This design comes from an exercise in tuning for a short achievable clock period and few clock cycles per item on the open sky130 flow, not from production work.
Function was checked by simulation only, so behaviour that the tests miss may differ from the original.

==> run M: inputs <==
## rotate_points_about_centroid_core
module rotate_points_about_centroid_core #(
  parameter int MaxVertices = 64
) (
  input  wire logic               clk,
  input  wire logic               rst,
  input  wire logic               cfg_we,
  input  wire logic               cfg_idx,
  input  wire logic [15:0]        cfg_data,
  input  wire logic               in_valid,
  output logic                    in_stall,
  input  wire logic signed [15:0] x_in,
  input  wire logic signed [15:0] y_in,
  input  wire logic               last_in,
  output logic                    out_valid,
  input  wire logic               out_stall,
  output logic signed [21:0]      x_out,
  output logic signed [21:0]      y_out,
  output logic                    last_out,
  output logic                    overflow
);
  localparam int NB = rpc_pkg::VBanks;
  localparam int VD = NB * 16;
  localparam int SA = rpc_pkg::SAddrW;
  localparam int SD = 1 << SA;
  localparam int Credits = 1 << rpc_pkg::OAddrW;
  function automatic logic [23:0] booth(input logic [15:0] c);
    logic [7:0] one, two, neg;
    logic b0, b1, b2;
    for (int j = 0; j < 8; j++) begin
      b0 = (j == 0) ? 1'b0 : c[2*j-1];
      b1 = c[2*j];
      b2 = c[2*j+1];
      one[j] = b1 ^ b0;
      two[j] = (b2 & ~b1 & ~b0) | (~b2 & b1 & b0);
      neg[j] = b2 & ~(b1 & b0);
    end
    booth = {one, two, neg};
  endfunction
  logic [7:0] c_one, c_two, c_neg, s_one, s_two, s_neg;
  always_ff @(posedge clk) begin
    if (rst) begin
      {c_one, c_two, c_neg} <= booth(16'd16384);
      {s_one, s_two, s_neg} <= booth(16'd0);
    end else if (cfg_we) begin
      if (cfg_idx == 1'b0) {c_one, c_two, c_neg} <= booth(cfg_data);
      else {s_one, s_two, s_neg} <= booth(cfg_data);
    end
  end
  logic               stall_i;
  logic               s0_v, s0_last;
  logic signed [15:0] s0_x, s0_y;
  always_ff @(posedge clk) begin
    s0_v    <= in_valid && !stall_i && !rst;
    s0_x    <= x_in;
    s0_y    <= y_in;
    s0_last <= last_in;
  end
  logic [6:0]         cnt;         
  logic signed [22:0] sum_x, sum_y, nsum_x, nsum_y;
  ...
export LEC_CHECK = 0
export CAP_MARGIN = 20
export CORE_MARGIN = 2
export CORE_UTILIZATION = 50
export CTS_BUF_LIST = sky130_fd_sc_hd__clkbuf_8 sky130_fd_sc_hd__clkbuf_16
export CTS_CLUSTER_DIAMETER = 80
export CTS_CLUSTER_SIZE = 25
export PLACE_DENSITY_LB_ADDON = 0.2
export SLEW_MARGIN = 20
create_clock -name core_clock -period 12.0 [get_ports {clk}]
standard.sh (not shown) runs the stock make flow with config.mk's settings and CLKGATE_MAP_FILE= SYNTH_SCRIPT=/design/flow/synth_recipe.tcl, a recipe that flattens the netlist after the stock synthesis.
==> flow/flow/run.sh <==
#!/bin/bash
# The standard ORFS layout (standard.sh, standard synthesis unchanged) in two parts:
#  1. synthesis to placement;
#  2. flow/adjust_place.tcl moves each output port's flip-flop next to its port buffer;
#  3. CTS, routing and finishing.
# Timing repair is asked for extra setup slack (SETUP_SLACK_MARGIN) so that it also shortens
# paths that already meet the 12 ns clock. The constraints (SDC) are the standard flow's, unchanged.
# Each tool's output goes to a log file of its own in this folder.
set -euo pipefail
M=SETUP_SLACK_MARGIN=8.3
bash standard.sh $M place > flow_make_place.log 2>&1
RES=$PWD/orfs/results/sky130hd/rotate_points_about_centroid_core/base FLOW_HOME=$FLOW_HOME \
  openroad -no_init -exit flow/adjust_place.tcl > flow_adjust_place.log 2>&1
bash standard.sh $M finish > flow_make_finish.log 2>&1
==> flow/flow/adjust_place.tcl <==
# Runs between ORFS placement and CTS: moves each output port's flip-flop next to the port's
# output buffer (shortening the register-to-port wire), legalizes, and rewrites 3_place.odb.
set plat $::env(FLOW_HOME)/platforms/sky130hd
read_lef $plat/lef/sky130_fd_sc_hd.tlef
read_lef $plat/lef/sky130_fd_sc_hd_merged.lef
read_liberty $plat/lib/sky130_fd_sc_hd__tt_025C_1v80.lib
set res $::env(RES)
read_db $res/3_place.odb
source [file dirname [info script]]/pull_ports.tcl
set_placement_padding -global -left 0 -right 0
detailed_placement
optimize_mirroring
puts "Placement violations [check_placement -verbose]."
write_db $res/3_place.odb
==> flow/flow/pull_ports.tcl <==
# Move each output port's flip-flop next to the port's output buffer, then legalize.
set block [ord::get_db_block]
set moved 0
foreach bterm [$block getBTerms] {
  if {[$bterm getIoType] != "OUTPUT"} { continue }
  set net [$bterm getNet]
  set buf ""
  foreach it [$net getITerms] { if {[$it isOutputSignal]} { set buf [$it getInst] } }
  if {$buf == ""} { continue }
  set n2 ""
  foreach it [$buf getITerms] { if {[$it isInputSignal]} { set n2 [$it getNet] } }
  if {$n2 == ""} { continue }
  set ff ""
  foreach it [$n2 getITerms] { if {[$it isOutputSignal]} { set ff [$it getInst] } }
  if {$ff == ""} { continue }
  if {![string match "*df*" [[$ff getMaster] getName]]} { continue }
  set loc [$buf getLocation]
  $ff setLocation [lindex $loc 0] [lindex $loc 1]
  incr moved
}
puts "moved $moved flip-flops next to their output buffers"
==> inputs of run K, as changes to run M <==
- CORE_UTILIZATION: 50 -> 65
- PLACE_DENSITY_LB_ADDON: 0.2 -> 0.15
==> impl_metrics.tcl <==
set metrics [dict create \
    post-route-min-period_ps 3940 \
    grt_max_degree 148 \
    dieWidth_microns 731 \
    cp_max_fo 5 \
    p_leak_nw 102 \
    wire_per_inst_microns 31.8 \
    fin_nets 19795 \
    outcome "no timing/DRC/antenna violations" \
    worstPathRequired_ps 12810 \
    num_vias 163012 \
    reg2reg_depth 17 \
    dr_wl_met3_microns 79000 \
    critPathBufInv 6 \
    seq_area_frac 0.504 \
    r2r_end "u_out.x_out[3]$_DFF_P_" \
    multiInputGateArea_sq_um 112000 \
    min_to "rb_cy[0]$_DFF_P_" \
]
the above is filed under run M

==> impl_metrics.tcl <==
set metrics [dict create \
    dr_wl_met3_microns 101000 \
    num_vias 166465 \
    p_leak_nw 101 \
    dieWidth_microns 641 \
    seq_area_frac 0.510 \
    wire_per_inst_microns 34.0 \
    critPathBufInv 7 \
    cp_max_fo 6 \
    grt_max_degree 137 \
    reg2reg_depth 20 \
    outcome "no timing/DRC/antenna violations" \
    post-route-min-period_ps 4060 \
]
the above is filed under run K

Testbench counts of run M, summed over its fixed seeds: cycles 6,082, items 5,504.
Testbench counts of run K, summed over its fixed seeds: cycles 6,082, items 5,504.

-- port drivers added, routing unchanged --
How much do the figures lean on ideal ports? The routed layouts below were timed once more, with nothing changed but the port constraints.
Step 1 assumes that a clkbuf_16 drives the clock port and a buf_2 every other input.
Step 2 adds t to the input delays and takes it off the output delays; t is the mean of the earliest and latest rising clock arrival at the registers after step 1. Input paths then give back, and output paths get back, about the clock's delay inside the block.
a / b / c = no drivers / after step 1 / after step 2; a / b = the first two.
run | t (ns) | setup slack, ns | worst hold slack (ns)
run M | 1.109 | 8.055 / 8.025 / 7.171 | 0.306 / 0.306 / 0.306
run K | 1.087 | 7.941 / 7.941 / 7.397 | 0.325 / 0.325 / 0.325
After both steps every run listed still meets setup and hold. For run M, which loses most, drivers alone change the setup slack by -0.030 ns; drivers and shift together by -0.884 ns.
